Context: an optimization exercise on an open-source flow, tuned for small area, a short achievable clock period and few clock cycles per item. The choices shown serve that exercise and are no tape-out recipe.
RTL that was checked went through simulation tests only; none was proved equivalent to the original.
No functional check of the RTL was part of runs 2 to 4.
No activity file was given, so power comes from the tool's default toggle rates.

File: flow/run.sh
#!/bin/bash
# synth_recipe.tcl (not shown) runs the flow's synth.tcl, then flattens the netlist and writes it again
# the make line also repeats each setting of config.mk as NAME=value (left out here)
make -C /OpenROAD-flow-scripts/flow DESIGN_CONFIG=/design/flow/config.mk WORK_HOME=/design/flow/orfs CLKGATE_MAP_FILE= SYNTH_SCRIPT=/design/flow/synth_recipe.tcl finish
File: flow/constraint.sdc
create_clock -name core_clock -period 8.0 [get_ports {clk_i}]
set_input_delay 1.6000 -clock core_clock [delete_from_list [all_inputs] [get_ports {clk_i}]]
set_output_delay 1.6000 -clock core_clock [all_outputs]
set_load 0.01 [all_outputs]
File: flow/design.v
package wsh_pkg;
  localparam int MAX_WINDOWS = 16;
  localparam int COORD_BITS  = 12;
  localparam int SLOT_W   = 5;
  localparam int ID_OUT_W = 5;
  localparam int CNT_W    = 5;
  localparam int APB_AW   = 3;
  localparam int APB_DW   = 32;
  localparam int POS_W = $clog2(MAX_WINDOWS + 1);
  localparam logic CMD_LOAD  = 1'b0;
  localparam logic CMD_CLICK = 1'b1;
  localparam logic REG_WINDOW_COUNT = 1'b0;
  typedef logic [COORD_BITS-1:0] coord_t;
  typedef logic [POS_W-1:0]      pos_t;
  typedef struct packed {
    coord_t left;
    coord_t bottom;
    coord_t right;
    coord_t top;
  } rect_t;
  typedef struct packed {
    logic load_we;
    logic point_we;
    logic search_en;
    logic shift_en;
  } wsh_cmd_t;
  localparam logic [2:0] ST_IDLE   = 3'b001;
  localparam logic [2:0] ST_SEARCH = 3'b010;
  localparam logic [2:0] ST_SHIFT  = 3'b100;
endpackage
module wsh_ctrl (
  input  logic                           clk_i,
  input  logic                           rst_ni,
  input  logic                           in_valid_i,
  input  logic                           command_i,
  input  logic                           out_ready_i,
  input  logic                           res_we_i,
  input  logic                           res_hit_i,
  input  logic [wsh_pkg::ID_OUT_W-1:0]   res_id_i,
  output logic                           in_ready_o,
  output logic                           accept_o,
  output logic                           out_valid_o,
  output logic                           hit_o,
  output logic [wsh_pkg::ID_OUT_W-1:0]   window_id_o
);
  localparam int RW = wsh_pkg::ID_OUT_W + 1;
  logic [1:0]    cred_q, cred_d;
  logic          rdy_q;
  logic          take;
  logic [2:0]    v_q, v_d;
  logic [RW-1:0] e0_q, e1_q, e2_q;
  logic [RW-1:0] e0_d, e1_d, e2_d;
  logic [2:0]    sv;
  logic [RW-1:0] s0, s1, s2;
  logic [RW-1:0] w;
  assign in_ready_o = rdy_q;
  assign accept_o   = in_valid_i && rdy_q;
  assign take       = v_q[0] && out_ready_i;
  always_comb begin
    cred_d = cred_q;
    if (accept_o && (command_i == wsh_pkg::CMD_CLICK) && !take) cred_d = cred_q + 2'd1;
    if (!(accept_o && (command_i == wsh_pkg::CMD_CLICK)) && take) cred_d = cred_q - 2'd1;
  end
  assign w = {res_hit_i, res_id_i};
  always_comb begin
    if (take) begin
      sv = {1'b0, v_q[2:1]};
      s0 = e1_q;
      s1 = e2_q;
    end else begin
      sv = v_q;
      s0 = e0_q;
      s1 = e1_q;
    end
    s2   = e2_q;
    v_d  = sv;
    e0_d = s0;
    e1_d = s1;
    e2_d = s2;
    if (res_we_i) begin
      if (!sv[0]) begin
        v_d[0] = 1'b1;
        e0_d   = w;
      end else if (!sv[1]) begin
        v_d[1] = 1'b1;
        e1_d   = w;
      end else begin
        v_d[2] = 1'b1;
        e2_d   = w;
      end
    end
  end
  always_ff @(posedge clk_i or negedge rst_ni) begin
    if (!rst_ni) begin
      cred_q <= '0;
      rdy_q  <= 1'b1;
      v_q    <= '0;
    end else begin
      cred_q <= cred_d;
      rdy_q  <= (cred_d != 2'd3);
      v_q    <= v_d;
    end
  end
  always_ff @(posedge clk_i) begin
    e0_q <= e0_d;
    e1_q <= e1_d;
    e2_q <= e2_d;
  end
  assign out_valid_o = v_q[0];
  assign hit_o       = e0_q[RW-1];
  assign window_id_o = e0_q[RW-2:0];
endmodule
module wsh_dp (
  input  logic                           clk_i,
  input  logic                           rst_ni,
  input  logic                           accept_i,
  input  logic                           command_i,
  input  logic [wsh_pkg::CNT_W-1:0]      window_count_i,
  input  logic [wsh_pkg::SLOT_W-1:0]     slot_i,
  input  logic [wsh_pkg::COORD_BITS-1:0] left_i,
  input  logic [wsh_pkg::COORD_BITS-1:0] bottom_i,
  input  logic [wsh_pkg::COORD_BITS-1:0] right_i,
  input  logic [wsh_pkg::COORD_BITS-1:0] top_i,
  input  logic [wsh_pkg::COORD_BITS-1:0] point_x_i,
  input  logic [wsh_pkg::COORD_BITS-1:0] point_y_i,
  output logic                           res_we_o,
  output logic                           hit_o,
  output logic [wsh_pkg::ID_OUT_W-1:0]   window_id_o
);
  localparam int NW = wsh_pkg::MAX_WINDOWS;
  localparam int CB = wsh_pkg::COORD_BITS;
  localparam int RW = 4 * CB;
  logic          ld_q;       
  logic          ck_q;       
  logic [3:0]    idx_q;      
  logic [RW-1:0] dat_q;      
  logic [RW-1:0] dat_d;
  logic          slot_ok;
  assign slot_ok = (slot_i >= 1) && (slot_i <= NW);
  assign dat_d   = (command_i == wsh_pkg::CMD_CLICK)
                 ? {left_i, bottom_i, point_x_i, point_y_i}
                 : {left_i, bottom_i, right_i, top_i};
  always_ff @(posedge clk_i or negedge rst_ni) begin
    if (!rst_ni) begin
      ld_q <= 1'b0;
      ck_q <= 1'b0;
    end else begin
      ld_q <= accept_i && (command_i == wsh_pkg::CMD_LOAD) && slot_ok;
      ck_q <= accept_i && (command_i == wsh_pkg::CMD_CLICK);
    end
  end
  always_ff @(posedge clk_i) begin
    idx_q <= 4'(slot_i - 5'd1);
    dat_q <= dat_d;
  end
  logic [NW-1:0][RW-1:0] rect_q;
  logic [NW-1:0][3:0]    idm_q;
  logic [NW-1:0][3:0]    perm_q;
  logic [NW-1:0][3:0]    perm_d;
  logic [CB-1:0]         px, py;
  logic [NW-1:0]         match_e;
  logic [NW-1:0]         act;
  logic [NW-1:0]         last;
  logic [NW-1:0]         mp;
  logic [NW-1:0]         above;
  logic [NW-1:0]         hsel;
  logic                  found;
  logic [3:0]            win_e;
  logic [3:0]            ld_e;
  logic [3:0]            win_idm;
  assign px = dat_q[2*CB-1:CB];
  assign py = dat_q[CB-1:0];
  always_comb begin
    for (int p = 0; p < NW; p++) begin
      act[p]  = (window_count_i > p);
      last[p] = (window_count_i > NW) ? (p == NW - 1) : (window_count_i == p + 1);
    end
  end
  for (genvar e = 0; e < NW; e++) begin : g_cmp
    logic [CB-1:0] r_left, r_bottom, r_right, r_top;
    assign r_left     = rect_q[e][4*CB-1:3*CB];
    assign r_bottom   = rect_q[e][3*CB-1:2*CB];
    assign r_right    = rect_q[e][2*CB-1:CB];
    assign r_top      = rect_q[e][CB-1:0];
    assign match_e[e] = (px >= r_left) && (px <= r_right)
                     && (py >= r_bottom) && (py <= r_top);
  end
  always_comb begin
    for (int p = 0; p < NW; p++) begin
      mp[p] = match_e[perm_q[p]] && act[p];
    end
    above[NW-1] = 1'b0;
    for (int p = NW - 2; p >= 0; p--) begin
      above[p] = above[p+1] || mp[p+1];
    end
    found = above[0] || mp[0];
    for (int p = 0; p < NW; p++) begin
      hsel[p] = mp[p] && !above[p];
    end
    win_e = '0;
    for (int p = 0; p < NW; p++) begin
      win_e = win_e | (hsel[p] ? perm_q[p] : 4'd0);
    end
  end
  always_comb begin
    for (int p = 0; p < NW; p++) begin
      perm_d[p] = perm_q[p];
      if (ck_q && found) begin
        if (last[p]) begin
          perm_d[p] = win_e;
        end else if (!above[p] && act[p]) begin
          perm_d[p] = perm_q[(p + 1) % NW];
        end
      end
    end
  end
  always_ff @(posedge clk_i or negedge rst_ni) begin
    if (!rst_ni) begin
      for (int p = 0; p < NW; p++) perm_q[p] <= 4'(p);
    end else begin
      perm_q <= perm_d;
    end
  end
  assign ld_e = perm_q[idx_q];
  for (genvar e = 0; e < NW; e++) begin : g_entry
    always_ff @(posedge clk_i) begin
      if (ld_q && (ld_e == e)) begin
        rect_q[e] <= dat_q;
      end
    end
    always_ff @(posedge clk_i or negedge rst_ni) begin
      if (!rst_ni) begin
        idm_q[e] <= 4'(e);
      end else if (ld_q && (ld_e == e)) begin
        idm_q[e] <= idx_q;
      end
    end
  end
  assign win_idm     = idm_q[win_e];
  assign res_we_o    = ck_q;
  assign hit_o       = found;
  assign window_id_o = found ? {1'b0, win_idm} + 5'd1 : 5'd0;
endmodule
module window_stack_hit_test (
  input  logic                                clk_i,
  input  logic                                rst_ni,
  input  logic                                in_valid_i,
  output logic                                in_ready_o,
  input  logic                                command_i,
  input  logic [wsh_pkg::SLOT_W-1:0]          slot_i,
  input  logic [wsh_pkg::COORD_BITS-1:0]      left_i,
  input  logic [wsh_pkg::COORD_BITS-1:0]      bottom_i,
  input  logic [wsh_pkg::COORD_BITS-1:0]      right_i,
  input  logic [wsh_pkg::COORD_BITS-1:0]      top_i,
  input  logic [wsh_pkg::COORD_BITS-1:0]      point_x_i,
  input  logic [wsh_pkg::COORD_BITS-1:0]      point_y_i,
  output logic                                out_valid_o,
  input  logic                                out_ready_i,
  output logic                                hit_o,
  output logic [wsh_pkg::ID_OUT_W-1:0]        window_id_o,
  input  logic                                psel,
  input  logic                                penable,
  input  logic                                pwrite,
  input  logic [wsh_pkg::APB_AW-1:0]          paddr,
  input  logic [wsh_pkg::APB_DW-1:0]          pwdata,
  output logic [wsh_pkg::APB_DW-1:0]          prdata,
  output logic                                pready
);
  localparam int CB = wsh_pkg::COORD_BITS;
  logic [wsh_pkg::CNT_W-1:0] window_count_q;
  logic                      reg_sel;
  logic                      accept;
  logic                      res_we;
  logic                      res_hit;
  logic [wsh_pkg::ID_OUT_W-1:0] res_id;
  assign pready  = 1'b1;
  assign reg_sel = (paddr[wsh_pkg::APB_AW-1] == wsh_pkg::REG_WINDOW_COUNT);
  always_ff @(posedge clk_i or negedge rst_ni) begin
    if (!rst_ni) begin
      window_count_q <= 1;
    end else if (psel && penable && pwrite && reg_sel) begin
      window_count_q <= pwdata[wsh_pkg::CNT_W-1:0];
    end
  end
  assign prdata = reg_sel ? {{(wsh_pkg::APB_DW-wsh_pkg::CNT_W){1'b0}}, window_count_q} : '0;
  wsh_ctrl u_ctrl (
    .clk_i       (clk_i),
    .rst_ni      (rst_ni),
    .in_valid_i  (in_valid_i),
    .command_i   (command_i),
    .out_ready_i (out_ready_i),
    .res_we_i    (res_we),
    .res_hit_i   (res_hit),
    .res_id_i    (res_id),
    .in_ready_o  (in_ready_o),
    .accept_o    (accept),
    .out_valid_o (out_valid_o),
    .hit_o       (hit_o),
    .window_id_o (window_id_o)
  );
  wsh_dp u_dp (
    .clk_i          (clk_i),
    .rst_ni         (rst_ni),
    .accept_i       (accept),
    .command_i      (command_i),
    .window_count_i (window_count_q),
    .slot_i         (slot_i),
    .left_i         (left_i),
    .bottom_i       (bottom_i),
    .right_i        (right_i),
    .top_i          (top_i),
    .point_x_i      (point_x_i),
    .point_y_i      (point_y_i),
    .res_we_o       (res_we),
    .hit_o          (res_hit),
    .window_id_o    (res_id)
  );
endmodule
File: flow/config.mk
export PLATFORM = sky130hd
export DESIGN_NAME = window_stack_hit_test
export DESIGN_NICKNAME = window_stack_hit_test
export VERILOG_FILES = /design/flow/design.v
export SDC_FILE = /design/flow/constraint.sdc
export NUM_CORES = 4
export LEC_CHECK = 0
export CAP_MARGIN = 30
export CELL_PAD_IN_SITES_DETAIL_PLACEMENT = 2
export CELL_PAD_IN_SITES_GLOBAL_PLACEMENT = 2
export CORE_MARGIN = 2
export CORE_UTILIZATION = 35
export SLEW_MARGIN = 20
==> results of run 1 <==
[area by class of cell]
type,count,area share
inverter,779,0.0448
antenna,1,0.0000383
timing repair buffer,348,0.0485
clock inverter,36,0.00477
clock buffer,194,0.0561
sequential,979,0.431
multi-input combinational,3070,0.375
tap,2072,0.0397
[critical path, delay by kind of cell (launching register included)]
family                     cells  cell delay [ps]
DFF                            1              780
buffers and inverters          3              810
AOI/OAI and AO/OA              8             2310
and+or+nand+nor                7             2330
muxes                          2              300
adders and majority gates      1              290
xor gates and xnor gates       1              180
[power breakdown]
part | switching [mW] | internal [mW] | total [mW]
Sequential | 0.639 | 5.91 | 6.55
Combinational | 3.11 | 1.87 | 4.98
Clock | 2.29 | 3.22 | 5.50
Total | 6.04 | 11.0 | 17.0
[cells in the mapped netlist, drive strengths merged, types with 17 or more instances]
master,n
a21o,94
dfxtp,64
o31ai,17
nand2,308
nor3,77
nor2,196
a31oi,27
o21ai,239
inv,779
o311ai,17
buf,51
dfrtp,75
mux2i,42
o2111ai,19
a211o,22
a21oi,256
ha,771
nor2b,52
a211oi,78
mux4,22
nand4,160
o21a,18
nor4,18
o211ai,68
mux2,110
edfxtp,774
and3,20
and2,18
or3,22
dfstp,66
nand2b,40
nand3,88
clkbuf,87
[per-layer routing]
layer  part of all wire  global-route usage  wire length [µm]  vias to the layer above
li1                   -                   -                 -                    18800
met1               0.46               0.315             88900                    21300
met2               0.48               0.407             93300                      551
met3              0.030              0.0300              5870                      258
met4              0.027              0.0612              5130                        4
met5            0.00011                   0                21                        -
[logic make-up (layout without fill, tap and decap cells)]
group / after synthesis / in the layout
AOI/OAI and AO/OA: 1026 / 1026
xor gates and xnor gates: 7 / 7
DFF: 979 / 979
adders and majority gates: 771 / 771
other: 2 / 29
buffers and inverters: 917 / 1357
and+or+nand+nor: 1064 / 1064
muxes: 174 / 174
[flip-flops by register name (all words and copies together), names as in the netlist]
signal,cells
u_dp.rect_q,768
u_dp.idm_q,64
u_dp.perm_q,64
u_dp.dat_q,48
u_ctrl.e0_q,6
u_ctrl.e1_q,6
u_ctrl.e2_q,6
window_count_q,5
u_dp.idx_q,4
u_ctrl.v_q,3
u_ctrl.cred_q,2
u_ctrl.rdy_q,1
u_dp.ck_q,1
u_dp.ld_q,1
[per-stage QoR]
stage,utilization,instances
CTS,0.411,7472
finish,0.412,7479
global placement,0.385,7235
global route,0.411,7478
detailed placement,0.386,7242
floorplan,-,4966
[how the worst max path moves through the flow]
stage	to	start	depth (start not counted)
after floorplan	u_dp.idm_q[0]	u_dp.idx_q[0]	8
after global placement	u_ctrl.e2_q[3]	u_dp.dat_q[14]	23
after detailed placement	u_ctrl.e2_q[3]	u_dp.dat_q[16]	23
after CTS	u_ctrl.e2_q[3]	u_dp.dat_q[16]	23
after global routing	u_ctrl.e2_q[3]	u_dp.dat_q[14]	23
final	u_ctrl.e2_q[3]	u_dp.dat_q[21]	22
==> results by group, run 1 <==
Clock tree
  – Clock latency (worst-skew pair): between 700 and 800 ps
  – Clk Tree Root Cell: clkbuf_16
  – Post-CTS Resized: 0
  – Clock Sinks: between 900 and 1000
  – Clock buffer depth: 3
  – Post-CTS Setup Repair Bufs: 0
  – Num CTS Buffers: 120
  – Clock Pin Slew Worst Setup and Hold Paths: 50 ps
  – H-tree depth: 3
  – # hold bufs at CTS: 0
  – CTS tree: yes

Timing
  – RSZ-0062 raised after global routing: no
  – Final Cycle Share: 0.907
  – # setup viols final: 0
  – Final Hold Slack: 459 ps
  – Slew Limit Fails: 0
  – Final hold viol count: 0
  – Setup TNS: 0 ps
  – Minimum clock period: about 7300 ps
  – Worst Tran Pin Value: about 1000 ps
  – Final Worst Setup Slack: approximately 750 ps
  – Setup Skew: approximately 36 ps
  – Slew HR: 0.320
  – FMAX: 138 MHz

Power
  – Pleak: 27.9 nW
  – PwrDens: between 200 and 300 mW/mm²
  – Total Power: approximately 17 mW
  – VDD IR max: between 0.2 and 0.25 mV

Setup path
  – Startpoint types: flop
  – Worst Setup End Kind: flop
  – FF-to-FF End: u_ctrl.e2_q[3]
  – R2R Setup Slk: between 700 and 800 ps
  – Worst r2r src: u_dp.dat_q[21]
  – Worst setup path class: flop to flop
  – FF-to-FF path depth: 22
  – Peak fanout along the critical path: 18
  – Crit-path cells: buf_4, ha_1, a21oi_1, o21ai_0, a211oi_1, a21o_1, and4_1, a221oi_1, o32ai_2, nor4_4, buf_4, nand3_4, a31oi_1, nor4_4, buf_12, mux2i_1, mux2i_1, a222oi_1, nand3_1, and3b_1, xnor2_1, and2_1
  – CP max-delay cell: and4_1
  – Max stage delay on crit path: between 700 and 800 ps
  – Critical Path AT: a little under 8000 ps
  – WP data required: 8510 ps

Logic synthesis
  – Compound-Gate Fraction of Synth Area: 0.123
  – Count of cell types in the netlist: between 100 and 150
  – Xor and xnor fraction of the mapped netlist area: 0.00109
  – Largest family of logic cells by synthesized area: adder cells
  – Cells after synthesis: between 4000 and 5000
  – EDFF count, synth: about 770
  – Main synth FF type: edfxtp_1
  – Synth Cell Area: approximately 0.056 mm²
  – Syn. warnings: 3
  – Simple-gate share of the synthesized area: 0.0984
  – Synth area leader: edfxtp_1
  – Post-synth ARST share: 0.144
  – Mean post-synth cell area: roughly 11 µm²
  – Seq/Total Area, Yosys: 0.502
  – Synth area leaders: edfxtp_1, ha_1, inv_1, dfrtp_1, dfstp_2
  – Synth top area share: 0.415
  – Post-Synth Adder-Cell Area: 0.172
  – Mux share of post-synthesis cell area: 0.0388
  – #FFs+latches synth: a little under 1000

Floorplanning
  – Die area: roughly 0.16 mm²
  – Row count: around 150
  – I/O pins: ~160
  – Die W: 404 µm
  – Chip height: just over 400 µm
  – Starting Density: 0.353
  – Core area: 0.159 mm²

Hold path
  – HP Start: u_dp.idm_q[18]
  – HP Class: flop to flop
  – Worst hold stages: 2
  – Min-Delay Endpoint: u_dp.idm_q[18]

Placed design
  – Port Buf Inserts: between 100 and 150
  – Detailed Place HPWL: roughly 130000 µm
  – DP Area: 0.0612 mm²
  – Place WS: 543 ps
  – Global placer's final weighted congestion: 0.899

Drt
  – DRC: 0
  – Vias: 40900
  – Iteration-0 DRC Markers: ~2200
  – First-pass iteration count of the detailed router: 5
  – Routed vias/inst: roughly 5.5
  – Drt wl/cell: approximately 26 µm
  – ANT nets after route: 0
  – Post-Route WL: about 190000 µm

Final layout
  – Layout cells sized above 1: 0.134
  – Area of the multi-input gates: 0.0245 mm²
  – Commonest non-fill, non-tap cell in the layout: edfxtp_1
  – Reg area: between 0.02 and 0.03 mm²
  – Synth-to-Final Area Change: 16.6%
  – Most frequent cells in the layout: edfxtp_1, inv_1, ha_1
  – Fillers: between 15000 and 20000
  – Design Area, Final: 0.0653 mm²
  – NumNets Final: between 6000 and 7000

Global route
  – Initial antenna violation count: 8
  – GRT Util Overall: 0.237
  – Largest net degree at the start of global routing: 87
  – First-pass GRT wire length: 289000 µm
  – GR Overflow Total: 0
  – Vias in the first global route: 44300

Status
  – Outcome: complete, no violations

Job
  – Max-cap viol count: 0
Testbench counts, summed over its fixed seeds: cycles 9,616, items 9,600.
==> run 2: changes to the inputs <==
--- a/flow/design.v
+++ b/flow/design.v
@@ -130,16 +130,49 @@
   localparam int NW = wsh_pkg::MAX_WINDOWS;
   localparam int CB = wsh_pkg::COORD_BITS;
   localparam int RW = 4 * CB;
+  function automatic logic ge(input logic [11:0] a, input logic [11:0] b);
+    logic [11:0] g1, q1;
+    logic [5:0]  g2, q2;
+    logic [2:0]  g3, q3;
+    logic        g4;
+    g1    = a & ~b;
+    q1    = a | ~b;
+    g1[0] = a[0] | ~b[0];
+    for (int i = 0; i < 6; i++) begin
+      g2[i] = g1[2*i+1] | (q1[2*i+1] & g1[2*i]);
+      q2[i] = q1[2*i+1] & q1[2*i];
+    end
+    for (int i = 0; i < 3; i++) begin
+      g3[i] = g2[2*i+1] | (q2[2*i+1] & g2[2*i]);
+      q3[i] = q2[2*i+1] & q2[2*i];
+    end
+    g4 = g3[1] | (q3[1] & g3[0]);
+    ge = g3[2] | (q3[2] & g4);
+  endfunction
+  function automatic logic in_rect(input logic [RW-1:0] r, input logic [CB-1:0] x,
+                                  input logic [CB-1:0] y);
+    in_rect = ge(x, r[4*CB-1:3*CB]) && ge(r[2*CB-1:CB], x)
+          && ge(y, r[3*CB-1:2*CB]) && ge(r[CB-1:0], y);
+  endfunction
+  logic [NW-1:0][RW-1:0] rect_q;
+  logic [NW-1:0][3:0]    idm_q;
+  logic [NW-1:0][3:0]    perm_q;
+  logic [NW-1:0][3:0]    perm_d;
   logic          ld_q;       
   logic          ck_q;       
   logic [3:0]    idx_q;      
   logic [RW-1:0] dat_q;      
-  logic [RW-1:0] dat_d;
+  logic [NW-1:0] m_q;        
+  logic          ml_q;       
+  logic          fw_q;       
+  logic [3:0]    fe_q;
   logic          slot_ok;
+  logic [NW-1:0] m_d;
+  logic [3:0]    ld_e;
   assign slot_ok = (slot_i >= 1) && (slot_i <= NW);
-  assign dat_d   = (command_i == wsh_pkg::CMD_CLICK)
-                 ? {left_i, bottom_i, point_x_i, point_y_i}
-                 : {left_i, bottom_i, right_i, top_i};
+  for (genvar e = 0; e < NW; e++) begin : g_cmp
+    assign m_d[e] = in_rect(rect_q[e], point_x_i, point_y_i);
+  end
   always_ff @(posedge clk_i or negedge rst_ni) begin
     if (!rst_ni) begin
       ld_q <= 1'b0;
@@ -150,41 +183,33 @@
     end
   end
   always_ff @(posedge clk_i) begin
-    idx_q <= 4'(slot_i - 5'd1);
-    dat_q <= dat_d;
+    idx_q <= slot_i[3:0];
+    dat_q <= {left_i, bottom_i, right_i, top_i};
+    m_q   <= m_d;
+    ml_q  <= in_rect(dat_q, point_x_i, point_y_i);
+    fw_q  <= ld_q;
+    fe_q  <= ld_e;
+  end
+  logic [NW-1:0] match_e;
+  logic [NW-1:0] act;
+  logic [NW-1:0] last;
+  logic [NW-1:0] mp;
+  logic [NW-1:0] above;
+  logic [NW-1:0] hsel;
+  logic          found;
+  logic [3:0]    win_e;
+  logic [3:0]    win_id;
+  always_comb begin
+    for (int e = 0; e < NW; e++) begin
+      match_e[e] = (fw_q && (fe_q == e)) ? ml_q : m_q[e];
+    end
   end
-  logic [NW-1:0][RW-1:0] rect_q;
-  logic [NW-1:0][3:0]    idm_q;
-  logic [NW-1:0][3:0]    perm_q;
-  logic [NW-1:0][3:0]    perm_d;
-  logic [CB-1:0]         px, py;
-  logic [NW-1:0]         match_e;
-  logic [NW-1:0]         act;
-  logic [NW-1:0]         last;
-  logic [NW-1:0]         mp;
-  logic [NW-1:0]         above;
-  logic [NW-1:0]         hsel;
-  logic                  found;
-  logic [3:0]            win_e;
-  logic [3:0]            ld_e;
-  logic [3:0]            win_idm;
-  assign px = dat_q[2*CB-1:CB];
-  assign py = dat_q[CB-1:0];
   always_comb begin
     for (int p = 0; p < NW; p++) begin
       act[p]  = (window_count_i > p);
       last[p] = (window_count_i > NW) ? (p == NW - 1) : (window_count_i == p + 1);
     end
   end
-  for (genvar e = 0; e < NW; e++) begin : g_cmp
-    logic [CB-1:0] r_left, r_bottom, r_right, r_top;
-    assign r_left     = rect_q[e][4*CB-1:3*CB];
-    assign r_bottom   = rect_q[e][3*CB-1:2*CB];
-    assign r_right    = rect_q[e][2*CB-1:CB];
-    assign r_top      = rect_q[e][CB-1:0];
-    assign match_e[e] = (px >= r_left) && (px <= r_right)
-                     && (py >= r_bottom) && (py <= r_top);
-  end
   always_comb begin
     for (int p = 0; p < NW; p++) begin
       mp[p] = match_e[perm_q[p]] && act[p];
@@ -221,7 +246,7 @@
       perm_q <= perm_d;
     end
   end
-  assign ld_e = perm_q[idx_q];
+  assign ld_e = perm_q[idx_q - 4'd1];
   for (genvar e = 0; e < NW; e++) begin : g_entry
     always_ff @(posedge clk_i) begin
       if (ld_q && (ld_e == e)) begin
@@ -230,16 +255,16 @@
     end
     always_ff @(posedge clk_i or negedge rst_ni) begin
       if (!rst_ni) begin
-        idm_q[e] <= 4'(e);
+        idm_q[e] <= 4'(e + 1);
       end else if (ld_q && (ld_e == e)) begin
         idm_q[e] <= idx_q;
       end
     end
   end
-  assign win_idm     = idm_q[win_e];
+  assign win_id      = idm_q[win_e];
   assign res_we_o    = ck_q;
   assign hit_o       = found;
-  assign window_id_o = found ? {1'b0, win_idm} + 5'd1 : 5'd0;
+  assign window_id_o = found ? {(win_id == 4'd0), win_id} : 5'd0;
 endmodule
 module window_stack_hit_test (
   input  logic                                clk_i,
--- a/flow/config.mk
+++ b/flow/config.mk
@@ -5,9 +5,11 @@
 export SDC_FILE = /design/flow/constraint.sdc
 export NUM_CORES = 4
 export LEC_CHECK = 0
+export ABC_CLOCK_PERIOD_IN_PS = 3000
 export CAP_MARGIN = 30
 export CELL_PAD_IN_SITES_DETAIL_PLACEMENT = 2
 export CELL_PAD_IN_SITES_GLOBAL_PLACEMENT = 2
 export CORE_MARGIN = 2
 export CORE_UTILIZATION = 35
+export SETUP_SLACK_MARGIN = 4.5
 export SLEW_MARGIN = 20
==> run 2 against run 1 <==
Cell count shrank 23%. Die area shrank 15%. Design area shrank 8.0%. Synthesized cell count shrank 28%. Clock skew grew 15 ps. Utilization grew 3.3 points. Largest cell class unchanged. Largest power group is now combinational cells. Highest routed layer is now met4.
==> results by group, run 2 <==
Status
  – Outcome: complete, no violations (unchanged)

Timing
  – Slew Limit Fails: 0 (unchanged)
  – Slew HR: 0.354 (was 0.320)
  – Final Hold Slack: 471 ps (was 459 ps)
  – Worst Tran Pin Value: 969 ps (was 1020 ps)
  – Setup TNS: 0 ps (unchanged)
  – Final Cycle Share: 0.630 (was 0.907)
  – Final hold viol count: 0 (unchanged)
  – Minimum clock period: 5040 ps (was 7250 ps)
  – Setup Skew: 51.3 ps (was 36.4 ps)
  – RSZ-0062 raised after global routing: yes (was no)
  – FMAX: 199 MHz (was 138 MHz)
  – # setup viols final: 0 (unchanged)

Clock tree
  – CTS tree: yes (unchanged)
  – Num CTS Buffers: 113 (was 120)
  – Clk Tree Root Cell: clkbuf_16 (unchanged)
  – Clock latency (worst-skew pair): 750 ps (was 770 ps)
  – Clock Pin Slew Worst Setup and Hold Paths: 60 ps (was 50 ps)
  – # hold bufs at CTS: 0 (unchanged)
  – Clock buffer depth: 3 (unchanged)
  – H-tree depth: 3 (unchanged)
  – Clock Sinks: 1001 (was 979)

Floorplanning
  – I/O pins: 161 (unchanged)
  – Starting Density: 0.352 (was 0.353)
  – Die area: 0.139 mm² (was 0.163 mm²)
  – Die W: 373 µm (was 404 µm)
  – Chip height: 373 µm (was 404 µm)
  – Row count: 135 (was 146)
  – Core area: 0.135 mm² (was 0.159 mm²)

Global route
  – Initial antenna violation count: 2 (was 8)
  – GR Overflow Total: 0 (unchanged)
  – Vias in the first global route: 34800 (was 44300)
  – Largest net degree at the start of global routing: 86 (was 87)
  – GRT Util Overall: 0.250 (was 0.237)
  – First-pass GRT wire length: 253000 µm (was 289000 µm)

Final layout
  – Synth-to-Final Area Change: 26.4% (was 16.6%)
  – Largest regs: u_dp.rect_q: 768 flops, u_dp.idm_q: 64 flops, u_dp.perm_q: 64 flops (unchanged)
  – Layout cells sized above 1: 0.440 (was 0.134)
  – Most frequent cells in the layout: edfxtp_1, maj3_2, nand2_1 (was edfxtp_1, inv_1, ha_1)
  – NumNets Final: 4021 (was 6189)
  – Commonest non-fill, non-tap cell in the layout: edfxtp_1 (unchanged)
  – Final core occ: 0.445 (was 0.412)
  – Fillers: 13100 (was 16300)
  – Area of the multi-input gates: 0.0205 mm² (was 0.0245 mm²)
  – Largest Register: u_dp.rect_q (unchanged)
  – Flip-flop count of the largest register after layout: 768 (unchanged)
  – Reg area: 0.0286 mm² (was 0.0282 mm²)

Logic synthesis
  – Synth Cell Area: 0.0475 mm² (was 0.0560 mm²)
  – Synth top area share: 0.489 (was 0.415)
  – Main synth FF type: edfxtp_1 (unchanged)
  – Post-synth ARST share: 0.141 (was 0.144)
  – Synth area leaders: edfxtp_1, maj3_2, maj3_1, dfrtp_1, dfstp_2 (was edfxtp_1, ha_1, inv_1, dfrtp_1, dfstp_2)
  – #FFs+latches synth: 1001 (was 979)
  – EDFF count, synth: 774 (unchanged)
  – Syn. warnings: 3 (unchanged)
  – Seq/Total Area, Yosys: 0.601 (was 0.502)
  – Synth area leader: edfxtp_1 (unchanged)
  – Most frequent cells after synthesis: edfxtp_1, maj3_2, maj3_1, nand2_1, nor2_1 (was inv_1, edfxtp_1, ha_1, nand2_1, a21oi_1)
  – Most common cell in the netlist: edfxtp_1 (was inv_1)
  – Count of cell types in the netlist: 115 (was 118)
  – Cells after synthesis: 3549 (was 4940)
  – Mean post-synth cell area: 13.4 µm² (was 11.3 µm²)

Hold path
  – HP Start: u_dp.idm_q[50] (was u_dp.idm_q[18])
  – Worst hold stages: 2 (unchanged)
  – Min-Delay Endpoint: u_dp.idm_q[50] (was u_dp.idm_q[18])
  – HP Class: flop to flop (unchanged)

Job
  – Max-cap viol count: 0 (unchanged)

Power
  – PwrDens: 309 mW/mm² (was 261 mW/mm²)
  – VDD IR max: 0.229 mV (was 0.225 mV)
  – Pleak: 20.2 nW (was 27.9 nW)

Placed design
  – Detailed Place HPWL: 112000 µm (was 134000 µm)
  – Port Buf Inserts: 103 (unchanged)
  – Global placer's final weighted congestion: 0.936 (was 0.899)

Setup path
  – CP max-delay cell: maj3_2 (was and4_1)
  – FF-to-FF path depth: 20 (was 22)
  – Critical path depth in cells: 16 (was 22)
  – WP data required: 8580 ps (was 8510 ps)
  – Startpoint types: primary input (was flop)
  – Worst Setup End Kind: flop (unchanged)
  – CP most frequent cell: maj3_2
  – Worst r2r src: u_dp.fe_q[1] (was u_dp.dat_q[21])
  – Worst setup path class: primary input to flop (was flop to flop)
  – FF-to-FF End: u_ctrl.e2_q[4] (was u_ctrl.e2_q[3])
  – R2R Setup Slk: 2980 ps (was 750 ps)
  – Max stage delay on crit path: 350 ps (was 790 ps)
  – Critical Path AT: 5620 ps (was 7770 ps)
  – Peak fanout along the critical path: 8 (was 18)
  – Crit path max-delay family: adder cells (was simple AND/OR/NAND/NOR gates)
  – Bufs and invs on worst path: 3 (unchanged)
  – Crit-path cells: buf_12, buf_12, buf_4, nand2b_1, maj3_2, maj3_2, maj3_2, maj3_2, maj3_2, maj3_2, maj3_2, maj3_2, maj3_2, maj3_2, o211ai_1, a22oi_2 (was buf_4, ha_1, a21oi_1, o21ai_0, a211oi_1, a21o_1, and4_1, a221oi_1, o32ai_2, nor4_4, buf_4, nand3_4, a31oi_1, nor4_4, buf_12, mux2i_1, mux2i_1, a222oi_1, nand3_1, and3b_1, xnor2_1, and2_1)

Drt
  – Routed vias/inst: 5.62 (was 5.47)
  – ANT nets after route: 0 (unchanged)
  – Iteration-0 DRC Markers: 2420 (was 2174)
  – Drt wl/cell: 30.6 µm (was 25.8 µm)
  – Vias: 32500 (was 40900)
  – Post-Route WL: 177000 µm (was 193000 µm)
  – First-pass iteration count of the detailed router: 5 (unchanged)
  – DRC: 0 (unchanged)
[run 2: cell types whose count changed after synthesis, moves of 85 or more]
| cell | before | now |
|---|---|---|
| nand4_1 | 159 | 26 |
| ha_1 | 771 | 1 |
| a21oi_1 | 255 | 114 |
| maj3_1 | 0 | 325 |
| inv_1 | 778 | 57 |
| a21o_1 | 94 | 9 |
| maj3_2 | 0 | 335 |
[run 2: layout make-up]
type | instances | area share
diodes | 1 | 0.0000416
repair inverters | 6 | 0.000791
clock inverters | 58 | 0.00799
clock buffers | 157 | 0.0520
flip-flops and latches | 1001 | 0.476
well taps | 1781 | 0.0371
inverters | 84 | 0.00708
multi-input cells | 2283 | 0.342
repair buffers | 411 | 0.0771
[run 2: worst max path at each step]
stage	slack (ps)	startpoint	end
global placement	1360	point_x_i[1]	u_dp.m_q[0]
CTS	3030	point_y_i[0]	u_dp.m_q[15]
finish	2960	point_y_i[0]	u_dp.m_q[1]
detailed placement	1370	point_x_i[1]	u_dp.m_q[0]
global route	2890	u_dp.fe_q[1]	u_ctrl.e2_q[4]
floorplan	2880	point_x_i[0]	u_dp.ml_q
[run 2: worst min-delay path: cells and delay by family (launching register included)]
kind / cells / cell delay, ps
AND/OR/NAND/NOR: 2 / 100
flip-flops: 1 / 370
[run 2: logic make-up after synthesis]
group,Yosys count,share of synthesized area
other cells,2,0.000158
flops,1001,0.601
compound gates,586,0.0846
xor+xnor,16,0.00295
fa+ha+maj,661,0.148
simple gates,820,0.0881
mux,163,0.0435
buf+inv,300,0.0316
[run 2: metal layers]
metal,global-route usage,wire length [µm],vias up
li1,-,-,14200
met1,0.341,79000,17200
met2,0.418,85900,827
met3,0.0282,6560,287
met4,0.0735,5690,0
met5,0,0,-
[run 2: metrics by stage]
| step | total power, mW | setup WS (ps) | instance area, µm² | instances |
|---|---|---|---|---|
| after floorplan | 9.52 | 2880 | 49100 | 3575 |
| after global placement | 11.0 | 1360 | 51500 | 5319 |
| after detailed placement | 11.2 | 1370 | 51600 | 5325 |
| after CTS | 17.6 | 3030 | 58600 | 5707 |
| after global routing | 19.2 | 2890 | 60100 | 5781 |
| final | 18.6 | 2960 | 60100 | 5782 |
[run 2: timing repair]
item,4_1_cts,5_1_grt
endpoints found under the hold margin,0,0
cloned,31,2
pin swaps,181,141
setup endpoints to repair,933,228
buffers inserted,136,71
gates resized for setup,427,192
[run 2: report_power, final]
group / switching (mW) / total [mW] / leakage, nW / internal, mW
logic: 3.91 / 6.87 / 9.04 / 2.96
registers: 0.657 / 6.66 / 9.38 / 6.00
clock network: 2.21 / 5.04 / 1.75 / 2.83
total: 6.78 / 18.6 / 20.2 / 11.8
==> run 3: changes to the inputs <==
--- a/flow/design.v
+++ b/flow/design.v
@@ -110,26 +110,13 @@
   assign hit_o       = e0_q[RW-1];
   assign window_id_o = e0_q[RW-2:0];
 endmodule
-module wsh_dp (
-  input  logic                           clk_i,
-  input  logic                           rst_ni,
-  input  logic                           accept_i,
-  input  logic                           command_i,
-  input  logic [wsh_pkg::CNT_W-1:0]      window_count_i,
-  input  logic [wsh_pkg::SLOT_W-1:0]     slot_i,
-  input  logic [wsh_pkg::COORD_BITS-1:0] left_i,
-  input  logic [wsh_pkg::COORD_BITS-1:0] bottom_i,
-  input  logic [wsh_pkg::COORD_BITS-1:0] right_i,
-  input  logic [wsh_pkg::COORD_BITS-1:0] top_i,
-  input  logic [wsh_pkg::COORD_BITS-1:0] point_x_i,
-  input  logic [wsh_pkg::COORD_BITS-1:0] point_y_i,
-  output logic                           res_we_o,
-  output logic                           hit_o,
-  output logic [wsh_pkg::ID_OUT_W-1:0]   window_id_o
+module wsh_cmp (
+  input  logic [4*wsh_pkg::COORD_BITS-1:0] rect_i,
+  input  logic [wsh_pkg::COORD_BITS-1:0]   x_i,
+  input  logic [wsh_pkg::COORD_BITS-1:0]   y_i,
+  output logic                             in_o
 );
-  localparam int NW = wsh_pkg::MAX_WINDOWS;
   localparam int CB = wsh_pkg::COORD_BITS;
-  localparam int RW = 4 * CB;
   function automatic logic ge(input logic [11:0] a, input logic [11:0] b);
     logic [11:0] g1, q1;
     logic [5:0]  g2, q2;
@@ -149,30 +136,58 @@
     g4 = g3[1] | (q3[1] & g3[0]);
     ge = g3[2] | (q3[2] & g4);
   endfunction
-  function automatic logic in_rect(input logic [RW-1:0] r, input logic [CB-1:0] x,
-                                  input logic [CB-1:0] y);
-    in_rect = ge(x, r[4*CB-1:3*CB]) && ge(r[2*CB-1:CB], x)
-          && ge(y, r[3*CB-1:2*CB]) && ge(r[CB-1:0], y);
-  endfunction
+  assign in_o = ge(x_i, rect_i[4*CB-1:3*CB]) && ge(rect_i[2*CB-1:CB], x_i)
+             && ge(y_i, rect_i[3*CB-1:2*CB]) && ge(rect_i[CB-1:0], y_i);
+endmodule
+module wsh_dp (
+  input  logic                           clk_i,
+  input  logic                           rst_ni,
+  input  logic                           accept_i,
+  input  logic                           command_i,
+  input  logic [wsh_pkg::CNT_W-1:0]      window_count_i,
+  input  logic [wsh_pkg::SLOT_W-1:0]     slot_i,
+  input  logic [wsh_pkg::COORD_BITS-1:0] left_i,
+  input  logic [wsh_pkg::COORD_BITS-1:0] bottom_i,
+  input  logic [wsh_pkg::COORD_BITS-1:0] right_i,
+  input  logic [wsh_pkg::COORD_BITS-1:0] top_i,
+  input  logic [wsh_pkg::COORD_BITS-1:0] point_x_i,
+  input  logic [wsh_pkg::COORD_BITS-1:0] point_y_i,
+  output logic                           res_we_o,
+  output logic                           hit_o,
+  output logic [wsh_pkg::ID_OUT_W-1:0]   window_id_o
+);
+  localparam int NW = wsh_pkg::MAX_WINDOWS;
+  localparam int CB = wsh_pkg::COORD_BITS;
+  localparam int RW = 4 * CB;
   logic [NW-1:0][RW-1:0] rect_q;
-  logic [NW-1:0][3:0]    idm_q;
   logic [NW-1:0][3:0]    perm_q;
   logic [NW-1:0][3:0]    perm_d;
+  logic [NW-1:0][3:0]    idp_q;
+  logic [NW-1:0][3:0]    idp_d;
   logic          ld_q;       
   logic          ck_q;       
-  logic [3:0]    idx_q;      
+  logic [3:0]    pos_q;      
   logic [RW-1:0] dat_q;      
   logic [NW-1:0] m_q;        
-  logic          ml_q;       
-  logic          fw_q;       
-  logic [3:0]    fe_q;
   logic          slot_ok;
   logic [NW-1:0] m_d;
+  logic          ml;
   logic [3:0]    ld_e;
   assign slot_ok = (slot_i >= 1) && (slot_i <= NW);
   for (genvar e = 0; e < NW; e++) begin : g_cmp
-    assign m_d[e] = in_rect(rect_q[e], point_x_i, point_y_i);
-  end
+    wsh_cmp u_cmp (
+      .rect_i (rect_q[e]),
+      .x_i    (point_x_i),
+      .y_i    (point_y_i),
+      .in_o   (m_d[e])
+    );
+  end
+  wsh_cmp u_cmp_ld (
+    .rect_i (dat_q),
+    .x_i    (point_x_i),
+    .y_i    (point_y_i),
+    .in_o   (ml)
+  );
   always_ff @(posedge clk_i or negedge rst_ni) begin
     if (!rst_ni) begin
       ld_q <= 1'b0;
@@ -183,36 +198,30 @@
     end
   end
   always_ff @(posedge clk_i) begin
-    idx_q <= slot_i[3:0];
+    pos_q <= 4'(slot_i - 5'd1);
     dat_q <= {left_i, bottom_i, right_i, top_i};
-    m_q   <= m_d;
-    ml_q  <= in_rect(dat_q, point_x_i, point_y_i);
-    fw_q  <= ld_q;
-    fe_q  <= ld_e;
+    for (int e = 0; e < NW; e++) begin
+      m_q[e] <= (ld_q && (ld_e == e)) ? ml : m_d[e];
+    end
   end
-  logic [NW-1:0] match_e;
   logic [NW-1:0] act;
   logic [NW-1:0] last;
   logic [NW-1:0] mp;
   logic [NW-1:0] above;
   logic [NW-1:0] hsel;
   logic          found;
-  logic [3:0]    win_e;
-  logic [3:0]    win_id;
-  always_comb begin
-    for (int e = 0; e < NW; e++) begin
-      match_e[e] = (fw_q && (fe_q == e)) ? ml_q : m_q[e];
-    end
-  end
+  logic [8:0]    win;
+  logic [NW-1:0] is16;
   always_comb begin
     for (int p = 0; p < NW; p++) begin
       act[p]  = (window_count_i > p);
       last[p] = (window_count_i > NW) ? (p == NW - 1) : (window_count_i == p + 1);
+      is16[p] = (idp_q[p] == 4'd0);
     end
   end
   always_comb begin
     for (int p = 0; p < NW; p++) begin
-      mp[p] = match_e[perm_q[p]] && act[p];
+      mp[p] = m_q[perm_q[p]] && act[p];
     end
     above[NW-1] = 1'b0;
     for (int p = NW - 2; p >= 0; p--) begin
@@ -222,49 +231,51 @@
     for (int p = 0; p < NW; p++) begin
       hsel[p] = mp[p] && !above[p];
     end
-    win_e = '0;
+    win = '0;
     for (int p = 0; p < NW; p++) begin
-      win_e = win_e | (hsel[p] ? perm_q[p] : 4'd0);
+      win = win | (hsel[p] ? {is16[p], idp_q[p], perm_q[p]} : 9'd0);
     end
   end
   always_comb begin
     for (int p = 0; p < NW; p++) begin
       perm_d[p] = perm_q[p];
+      idp_d[p]  = idp_q[p];
       if (ck_q && found) begin
         if (last[p]) begin
-          perm_d[p] = win_e;
+          perm_d[p] = win[3:0];
+          idp_d[p]  = win[7:4];
         end else if (!above[p] && act[p]) begin
           perm_d[p] = perm_q[(p + 1) % NW];
+          idp_d[p]  = idp_q[(p + 1) % NW];
         end
       end
+      if (ld_q && (pos_q == p)) begin
+        idp_d[p] = pos_q + 4'd1;
+      end
     end
   end
   always_ff @(posedge clk_i or negedge rst_ni) begin
     if (!rst_ni) begin
-      for (int p = 0; p < NW; p++) perm_q[p] <= 4'(p);
+      for (int p = 0; p < NW; p++) begin
+        perm_q[p] <= 4'(p);
+        idp_q[p]  <= 4'(p + 1);
+      end
     end else begin
       perm_q <= perm_d;
+      idp_q  <= idp_d;
     end
   end
-  assign ld_e = perm_q[idx_q - 4'd1];
+  assign ld_e = perm_q[pos_q];
   for (genvar e = 0; e < NW; e++) begin : g_entry
     always_ff @(posedge clk_i) begin
       if (ld_q && (ld_e == e)) begin
         rect_q[e] <= dat_q;
       end
     end
-    always_ff @(posedge clk_i or negedge rst_ni) begin
-      if (!rst_ni) begin
-        idm_q[e] <= 4'(e + 1);
-      end else if (ld_q && (ld_e == e)) begin
-        idm_q[e] <= idx_q;
-      end
-    end
   end
-  assign win_id      = idm_q[win_e];
   assign res_we_o    = ck_q;
   assign hit_o       = found;
-  assign window_id_o = found ? {(win_id == 4'd0), win_id} : 5'd0;
+  assign window_id_o = {win[8], win[7:4]};
 endmodule
 module window_stack_hit_test (
   input  logic                                clk_i,
--- a/flow/config.mk
+++ b/flow/config.mk
@@ -5,11 +5,10 @@
 export SDC_FILE = /design/flow/constraint.sdc
 export NUM_CORES = 4
 export LEC_CHECK = 0
-export ABC_CLOCK_PERIOD_IN_PS = 3000
 export CAP_MARGIN = 30
 export CELL_PAD_IN_SITES_DETAIL_PLACEMENT = 2
 export CELL_PAD_IN_SITES_GLOBAL_PLACEMENT = 2
 export CORE_MARGIN = 2
 export CORE_UTILIZATION = 35
-export SETUP_SLACK_MARGIN = 4.5
+export SETUP_SLACK_MARGIN = 4.4
 export SLEW_MARGIN = 20
==> run 3 against run 2 <==
Worst hold slack got worse by 7.7 ps. Cell count increased by 12%. Largest power group is now sequential cells. Register-to-register slack improved by 890 ps. Clock power increased by 11%. Non-clock buffer count increased by 168. Fmax increased by 22%. Combinational power decreased by 15%. Critical path depth increased by 3. Still clean on timing, DRC and antenna. Critical endpoint is now u_dp.perm_q[15]. Synthesized cell count increased by 14%. Sequential share of layout area decreased by 2.9 points.
==> results by group, run 3 <==
Global route
  – Gr busiest metal: met2 (unchanged)
  – Grt met2 use: 0.495 (was 0.418)
  – GRT met3 Usage: 0.0343 (was 0.0282)
  – GRT Util Overall: 0.284 (was 0.250)
  – Vias in the first global route: 39700 (was 34800)
  – Largest net degree at the start of global routing: 62 (was 86)
  – Initial antenna violation count: 1 (was 2)
  – GR Overflow Total: 0 (unchanged)
  – First-pass GRT wire length: 295000 µm (was 253000 µm)
  – Met1 GRT Util: 0.352 (was 0.341)

Floorplanning
  – I/O pins: 161 (unchanged)
  – Starting Density: 0.352 (about the same)
  – Core area: 0.139 mm² (was 0.135 mm²)
  – Row count: 137 (was 135)
  – Chip height: 378 µm (was 373 µm)
  – Die W: 378 µm (was 373 µm)
  – Die area: 0.143 mm² (was 0.139 mm²)

Hold path
  – Min-Delay Endpoint: u_ctrl.cred_q[1] (was u_dp.idm_q[50])
  – Worst hold stages: 1 (was 2)
  – HP Class: flop to flop (unchanged)
  – HP Start: u_ctrl.cred_q[1] (was u_dp.idm_q[50])

Clock tree
  – Clk Tree Root Cell: clkbuf_16 (unchanged)
  – CTS tree: yes (unchanged)
  – Clock latency (worst-skew pair): 790 ps (was 750 ps)
  – Clock buffer depth: 3 (unchanged)
  – Clock Pin Slew Worst Setup and Hold Paths: 60 ps (about the same)
  – Num CTS Buffers: 117 (was 113)
  – Clock Sinks: 995 (was 1001)
  – H-tree depth: 3 (unchanged)

Drt
  – Routed vias/inst: 5.92 (was 5.62)
  – ANT nets after route: 0 (unchanged)
  – Drt wl/cell: 32.7 µm (was 30.6 µm)
  – DRC: 0 (unchanged)
  – Post-Route WL: 212000 µm (was 177000 µm)
  – First-pass iteration count of the detailed router: 5 (unchanged)
  – Iteration-0 DRC Markers: 2657 (was 2420)
  – Vias: 38400 (was 32500)

Logic synthesis
  – Cells after synthesis: 4063 (was 3549)
  – Main synth FF type: edfxtp_1 (unchanged)
  – Synth area leader: edfxtp_1 (unchanged)
  – Most common cell in the netlist: edfxtp_1 (unchanged)
  – Most frequent cells after synthesis: edfxtp_1, maj3_1, nor2_1, nand2_1, clkbuf_1 (was edfxtp_1, maj3_2, maj3_1, nand2_1, nor2_1)
  – #FFs+latches synth: 995 (was 1001)
  – Post-synth ARST share: 0.142 (was 0.141)
  – Syn. warnings: 4 (was 3)
  – Synth Cell Area: 0.0490 mm² (was 0.0475 mm²)
  – Seq/Total Area, Yosys: 0.580 (was 0.601)
  – EDFF count, synth: 774 (unchanged)
  – Mean post-synth cell area: 12.1 µm² (was 13.4 µm²)
  – Synth top area share: 0.474 (was 0.489)
  – Synth area leaders: edfxtp_1, maj3_1, dfrtp_1, dfstp_2, dfxtp_1 (was edfxtp_1, maj3_2, maj3_1, dfrtp_1, dfstp_2)
  – Count of cell types in the netlist: 96 (was 115)

Timing
  – Final Worst Setup Slack: 3870 ps (was 2960 ps)
  – Final Cycle Share: 0.516 (was 0.630)
  – Final hold viol count: 0 (unchanged)
  – Setup Skew: 73.8 ps (was 51.3 ps)
  – Worst Tran Pin Value: 1030 ps (was 969 ps)
  – Setup TNS: 0 ps (unchanged)
  – Slew HR: 0.309 (was 0.354)
  – Minimum clock period: 4130 ps (was 5040 ps)
  – RSZ-0062 raised after global routing: yes (unchanged)
  – # setup viols final: 0 (unchanged)
  – FMAX: 242 MHz (was 199 MHz)
  – Slew Limit Fails: 0 (unchanged)

Final layout
  – Layout cells sized above 1: 0.320 (was 0.440)
  – Antenna cells: 0 (was 1)
  – Most frequent cells in the layout: edfxtp_1, buf_4, nor2_1 (was edfxtp_1, maj3_2, nand2_1)
  – NumNets Final: 4628 (was 4021)
  – Largest Register: u_dp.rect_q (unchanged)
  – Commonest non-fill, non-tap cell in the layout: edfxtp_1 (unchanged)
  – Largest regs: u_dp.rect_q: 768 flops, u_dp.idp_q: 64 flops, u_dp.perm_q: 64 flops (was u_dp.rect_q: 768 flops, u_dp.idm_q: 64 flops, u_dp.perm_q: 64 flops)
  – Flip-flop count of the largest register after layout: 768 (unchanged)
  – Post-Layout Cell Count: 6483 (was 5782)
  – Fillers: 13600 (was 13100)
  – Synth-to-Final Area Change: 30.1% (was 26.4%)

Setup path
  – FF-to-FF path depth: 19 (was 20)
  – Worst Setup End Kind: flop (unchanged)
  – Startpoint types: flop (was primary input)
  – Critical Path AT: 4740 ps (was 5620 ps)
  – R2R Setup Slk: 3870 ps (was 2980 ps)
  – Peak fanout along the critical path: 5 (was 8)
  – FF-to-FF End: u_dp.perm_q[15] (was u_ctrl.e2_q[4])
  – Worst r2r src: window_count_q[0] (was u_dp.fe_q[1])
  – WP data required: 8610 ps (was 8580 ps)
  – Worst setup path class: flop to flop (was primary input to flop)

Status
  – Outcome: complete, no violations (unchanged)

Placed design
  – Port Buf Inserts: 103 (unchanged)
  – Place WS: 1970 ps (was 1370 ps)
  – Global placer's final weighted congestion: 0.861 (was 0.936)
  – Detailed Place HPWL: 128000 µm (was 112000 µm)
  – Dpl cells: 5932 (was 5325)

Power
  – VDD IR max: 0.195 mV (was 0.229 mV)
  – PwrDens: 283 mW/mm² (was 309 mW/mm²)
  – Pleak: 21.8 nW (was 20.2 nW)

Job
  – Max-cap viol count: 0 (unchanged)
run 3: layout make-up:
class                   instances  area (µm²)  share of cell area
clock buffers                 180        3450              0.0541
repair buffers                579        6200              0.0972
flip-flops and latches        995       28500               0.447
multi-input cells            2632       21900               0.344
inverters                     174         756              0.0118
repair inverters                3        26.3            0.000412
well taps                    1876        2350              0.0368
clock inverters                44         592             0.00928
run 3: report_power, final:
group / internal [mW] / total, mW / switching [mW]
combinational: 2.60 / 5.83 / 3.23
sequential: 6.04 / 6.62 / 0.589
clock: 3.27 / 5.59 / 2.32
total: 11.9 / 18.0 / 6.14
run 3: critical path, cell delays in order (launching register included):
cell and delay (ps):
dfstp_4 660, or3_4 190, nor2_4 40, buf_6 120, or4_4 440, a31oi_4 280, buf_6 130, buf_6 80
buf_6 80, buf_6 90, nor4_4 40, buf_6 160, nand3_4 150, o211ai_1 280, a2111oi_4 400, buf_4 200
buf_6 140, buf_8 150, a31oi_1 90, mux2_2 270
run 3: kinds of logic (layout without fill, tap and decap cells):
group                      count (synthesis)  count (layout)  synth area share
and+or+nand+nor                         1084            1095             0.115
muxes                                    186             186            0.0556
buffers and inverters                    473             980            0.0394
AOI/OAI and AO/OA                        981             981             0.139
DFF                                      995             995             0.580
adders and majority gates                337             337            0.0691
xor gates and xnor gates                   5               5          0.000893
other                                      2              28          0.000153
run 3: what timing repair did:
action,4_1_cts,5_1_grt
gates cloned,28,9
gates resized for setup,706,294
setup endpoints to repair,926,231
pin swaps,206,174
hold buffers,0,0
setup buffers,187,101
run 3: metal layers:
layer | vias to the layer above | share of wire | wire, µm
met4 | 0 | 0.057 | 12100
met2 | 1051 | 0.50 | 105000
met5 | - | 0 | 0
li1 | 16500 | - | -
met1 | 20400 | 0.41 | 86500
met3 | 440 | 0.039 | 8290
run 3: per-stage QoR:
stage          utilization  total power, mW  instance area (µm²)  hold slack, ps
2_1_floorplan            -             8.41                49700             436
3_3_place_gp         0.379             9.78                52800             449
3_5_place_dp         0.380             9.87                52900             457
4_1_cts              0.442             16.9                61500             467
5_1_grt              0.458             18.6                63800             491
6_report             0.458             18.0                63800             463
run 3: how the worst max path moves through the flow:
stage                      start               to  slack [ps]  cells after the start
2_1_floorplan       point_y_i[1]     u_dp.m_q[13]        3920                     11
6_report       window_count_q[0]  u_dp.perm_q[15]        3870                     19
3_3_place_gp        point_y_i[2]      u_dp.m_q[1]        1980                     11
4_1_cts             point_x_i[1]      u_dp.m_q[7]        3990                     12
5_1_grt        window_count_q[0]  u_dp.perm_q[11]        3850                     19
3_5_place_dp        point_y_i[2]      u_dp.m_q[1]        1970                     11
==> run 4: changes to the inputs <==
--- a/flow/config.mk
+++ b/flow/config.mk
@@ -12,3 +12,4 @@
 export CORE_UTILIZATION = 35
 export SETUP_SLACK_MARGIN = 4.4
 export SLEW_MARGIN = 20
+export SYNTH_HIERARCHICAL = 1
==> run 4 against run 3 <==
Via count up 13%. Design area rose by 4.8%. Cell count grew 13%. Non-clock buffer count fell by 77. Clock power about the same. Critical path depth fell by 4. Worst hold slack lost 28 ps. Setup slack got worse by 21 ps. Synthesized cell count is 16% higher. Die area up 9.4%. Utilization shrank 1.9 points. Critical endpoint is now u_dp.perm_q[50]. Largest power group unchanged. Highest routed layer is now met5.
==> results by group, run 4 <==
Status
  – Outcome: complete, no violations (unchanged)

Drt
  – First-pass iteration count of the detailed router: 7 (was 5)
  – Iteration-0 DRC Markers: 3248 (was 2657)
  – DRC: 0 (unchanged)
  – ANT nets after route: 0 (unchanged)
  – Post-Route WL: 227000 µm (was 212000 µm)
  – Routed vias/inst: 5.91 (was 5.92)
  – Vias: 43400 (was 38400)
  – Drt wl/cell: 30.9 µm (was 32.7 µm)

Logic synthesis
  – Synth area leaders: edfxtp_1, inv_1, dfrtp_1, dfstp_2, maj3_1 (was edfxtp_1, maj3_1, dfrtp_1, dfstp_2, dfxtp_1)
  – Syn. warnings: 10 (was 4)
  – Count of cell types in the netlist: 103 (was 96)
  – #FFs+latches synth: 995 (unchanged)
  – Synth Cell Area: 0.0537 mm² (was 0.0490 mm²)
  – Post-synth ARST share: 0.142 (unchanged)
  – Mean post-synth cell area: 11.4 µm² (was 12.1 µm²)
  – Most frequent cells after synthesis: edfxtp_1, inv_1, nor2b_1, o21ai_0, nand2_1 (was edfxtp_1, maj3_1, nor2_1, nand2_1, clkbuf_1)
  – EDFF count, synth: 774 (unchanged)
  – Synth area leader: edfxtp_1 (unchanged)
  – Seq/Total Area, Yosys: 0.530 (was 0.580)
  – Most common cell in the netlist: edfxtp_1 (unchanged)
  – Synth top area share: 0.433 (was 0.474)
  – Main synth FF type: edfxtp_1 (unchanged)
  – Cells after synthesis: 4717 (was 4063)

Floorplanning
  – Die area: 0.157 mm² (was 0.143 mm²)
  – Core area: 0.152 mm² (was 0.139 mm²)
  – Starting Density: 0.353 (was 0.352)
  – I/O pins: 161 (unchanged)
  – Die W: 396 µm (was 378 µm)
  – Row count: 143 (was 137)
  – Chip height: 396 µm (was 378 µm)

Global route
  – Vias in the first global route: 45900 (was 39700)
  – GRT Util Overall: 0.277 (was 0.284)
  – First-pass GRT wire length: 320000 µm (was 295000 µm)
  – Largest net degree at the start of global routing: 77 (was 62)
  – GR Overflow Total: 0 (unchanged)
  – Initial antenna violation count: 13 (was 1)

Power
  – VDD IR max: 0.186 mV (was 0.195 mV)
  – Pleak: 24.0 nW (was 21.8 nW)
  – PwrDens: 261 mW/mm² (was 283 mW/mm²)
  – Switching power: 5.93 mW (was 6.14 mW)
  – Reg power frac: 0.379 (was 0.367)
  – Int Power: 11.5 mW (was 11.9 mW)
  – Clk pwr share: 0.322 (was 0.310)
  – Net Sw Frac: 0.340 (was 0.341)
  – Comb pwr share: 0.300 (was 0.323)

Placed design
  – Dpl cells: 6844 (was 5932)
  – Port Buf Inserts: 103 (unchanged)
  – Detailed Place HPWL: 149000 µm (was 128000 µm)
  – Global placer's final weighted congestion: 0.864 (was 0.861)

Final layout
  – Flip-flop count of the largest register after layout: 768 (unchanged)
  – Synth-to-Final Area Change: 24.5% (was 30.1%)
  – Most frequent cells in the layout: edfxtp_1, inv_1, buf_4 (was edfxtp_1, buf_4, nor2_1)
  – Commonest non-fill, non-tap cell in the layout: edfxtp_1 (unchanged)
  – Layout cells sized above 1: 0.255 (was 0.320)
  – Post-Layout Cell Count: 7349 (was 6483)
  – Largest Register: u_dp.rect_q (unchanged)
  – Largest regs: u_dp.rect_q: 768 flops, u_dp.idp_q: 64 flops, u_dp.perm_q: 64 flops (unchanged)
  – NumNets Final: 5333 (was 4628)

Setup path
  – FF-to-FF path depth: 15 (was 19)
  – R2R Setup Slk: 3850 ps (was 3870 ps)
  – Peak fanout along the critical path: 7 (was 5)
  – Critical Path AT: 4720 ps (was 4740 ps)
  – Worst Setup End Kind: flop (unchanged)
  – CP most frequent cell: buf_4 (was buf_6)
  – CP endpoint: u_dp.perm_q[50] (was u_dp.perm_q[15])
  – Worst setup path class: flop to flop (unchanged)
  – Worst r2r src: u_dp.perm_q[60] (was window_count_q[0])
  – FF-to-FF End: u_dp.perm_q[50] (was u_dp.perm_q[15])
  – Crit-path cells: mux4_2, o2bb2ai_4, o221a_4, nor3_4, nand4_4, buf_6, buf_6, nor3_4, buf_4, buf_4, a221o_1, buf_4, or3b_4, nor3_2, o31ai_1 (was or3_4, nor2_4, buf_6, or4_4, a31oi_4, buf_6, buf_6, buf_6, buf_6, nor4_4, buf_6, nand3_4, o211ai_1, a2111oi_4, buf_4, buf_6, buf_8, a31oi_1, mux2_2)
  – CP max-delay cell: dfstp_2 (was dfstp_4)
  – WP data required: 8570 ps (was 8610 ps)
  – CP startpoint: u_dp.perm_q[60] (was window_count_q[0])
  – Startpoint types: flop (unchanged)
  – Max stage delay on crit path: 660 ps (about the same)

Clock tree
  – Num CTS Buffers: 117 (unchanged)
  – Clock Pin Slew Worst Setup and Hold Paths: 70 ps (was 60 ps)
  – CTS tree: yes (unchanged)
  – H-tree depth: 3 (unchanged)
  – Clock Sinks: 995 (unchanged)
  – Clk Tree Root Cell: clkbuf_16 (unchanged)
  – Clock latency (worst-skew pair): 780 ps (was 790 ps)
  – # hold bufs at CTS: 0 (unchanged)
  – Clock buffer depth: 3 (unchanged)

Hold path
  – HP Class: flop to flop (unchanged)
  – HP Start: u_dp.dat_q[42] (was u_ctrl.cred_q[1])

Timing
  – Slew Limit Fails: 0 (unchanged)
  – Minimum clock period: 4150 ps (was 4130 ps)
  – Slew HR: 0.308 (was 0.309)
  – Setup Skew: 69.8 ps (was 73.8 ps)
  – Setup TNS: 0 ps (unchanged)
  – RSZ-0062 raised after global routing: yes (unchanged)
  – # setup viols final: 0 (unchanged)
  – Final hold viol count: 0 (unchanged)
  – Final Cycle Share: 0.518 (was 0.516)
  – FMAX: 241 MHz (was 242 MHz)
  – Worst Tran Pin Value: 1040 ps (was 1030 ps)

Job
  – Max-cap viol count: 0 (unchanged)
==> run 4: cell count changes after synthesis, sizes merged, moves of 36 or more <==
cell,delta
inv,+378
clkbuf,-121
a31oi,-54
nand2b,+36
nand4,+36
o22ai,+51
maj3,-76
nor2,-55
a211oi,+56
nor2b,+135
nor4,+46
o211ai,+62
==> run 4: kinds of logic (layout without fill, tap and decap cells) <==
group	after synthesis	in the layout	synth area share
other	2	35	0.000140
AO/OA/AOI/OAI	1205	1206	0.167
flip-flops	995	995	0.530
adder cells (fa/ha/maj)	261	261	0.0509
XOR/XNOR	5	5	0.000816
buffers and inverters	712	1274	0.0532
multiplexers	226	226	0.0565
AND/OR/NAND/NOR	1311	1317	0.141
==> run 4: worst min path at each step <==
stage | to | slack (ps) | depth (start not counted)
floorplan | u_dp.perm_q[39] | 460 | 2
global placement | u_dp.rect_q[522] | 420 | 0
detailed placement | u_dp.rect_q[522] | 420 | 0
CTS | u_dp.rect_q[522] | 440 | 0
global route | u_dp.rect_q[522] | 440 | 0
finish | u_dp.rect_q[522] | 440 | 0
==> run 4: final cells by class <==
cell class | count | area (µm²)
sequential | 995 | 28500
antenna | 7 | 17.5
clock inverter | 68 | 739
fill | 15300 | 85200
tap | 2030 | 2540
inverter | 548 | 2060
multi-input combinational | 3043 | 24600
timing repair buffer | 502 | 5040
clock buffer | 156 | 3300
==> run 4: critical path: cells and delay by family (launching register included) <==
kind | cells | cell delay, ps
buffers and inverters | 5 | 760
and+or+nand+nor | 5 | 880
DFF | 1 | 660
muxes | 1 | 560
AOI/OAI and AO/OA | 4 | 1130
==> run 4: power by group through the flow <==
stage	Clock, mW	Sequential [mW]	Combinational, mW
after global routing	5.91	6.63	5.46
after floorplan	0	6.29	2.00
after detailed placement	0	6.65	3.02
final	5.61	6.61	5.23
after CTS	5.74	6.55	4.50
after global placement	0	6.64	2.94
==> run 4: per-module statistics from Yosys (local to each module, per instance) <==
module                 flops+latches  times used
window_stack_hit_test              5           1
wsh_dp                           966           1
wsh_cmp                            0          17
wsh_ctrl                          24           1
==> run 4: timing repair <==
| item | in CTS | in global routing |
|---|---|---|
| resized for setup | 491 | 244 |
| gates cloned | 11 | 3 |
| pin swaps | 128 | 130 |
| setup endpoints to repair | 350 | 173 |
| buffers inserted | 191 | 68 |
==> run 4: per-stage QoR <==
stage	hold WS (ps)	power (mW)	util	setup WS (ps)	cell area [µm²]
floorplan	455	8.29	-	4200	53900
global placement	415	9.58	0.379	2540	57700
detailed placement	420	9.67	0.379	2630	57700
CTS	435	16.8	0.430	4150	65300
global route	444	18.0	0.439	3810	66800
finish	435	17.5	0.440	3850	66800
==> run 4: routing by layer <==
layer / up-vias / global-route usage / share of wire
li1: 18900 / - / -
met1: 23100 / 0.368 / 0.44
met2: 1067 / 0.474 / 0.49
met3: 323 / 0.0355 / 0.042
met4: 2 / 0.0781 / 0.032
met5: - / 0 / 0.000066

-- static timing again, ports no longer ideal --
How much do the figures lean on ideal ports? The routed layouts below were timed once more, with nothing changed but the port constraints. Step 1 sets driving cells, clkbuf_16 on the clock port and buf_2 on the other inputs (assumed; they add their load-dependent delay and slew). Step 2 moves the port delays by t, midway between the first and last clock arrival at a register: inputs arrive t later, outputs are due t later. That takes back most of the time a late clock gives input paths. Slacks: ideal ports / drivers / drivers and shift; pairs: ideal ports / drivers.
run	t, ns	setup WS [ns]	latest minus earliest clock arrival (ns)
run 1	0.825	0.746 / 0.746 / 0.746	0.036 / 0.037
run 2	0.798	2.964 / 2.864 / 2.065	0.051 / 0.051
run 3	0.827	3.874 / 3.874 / 3.130	0.076 / 0.077
run 4	0.823	3.852 / 3.852 / 3.567	0.070 / 0.070
After both steps every run listed still meets setup and hold. The setup slack of run 2, which loses most, moves by -0.100 ns with the drivers and by -0.899 ns with both steps.
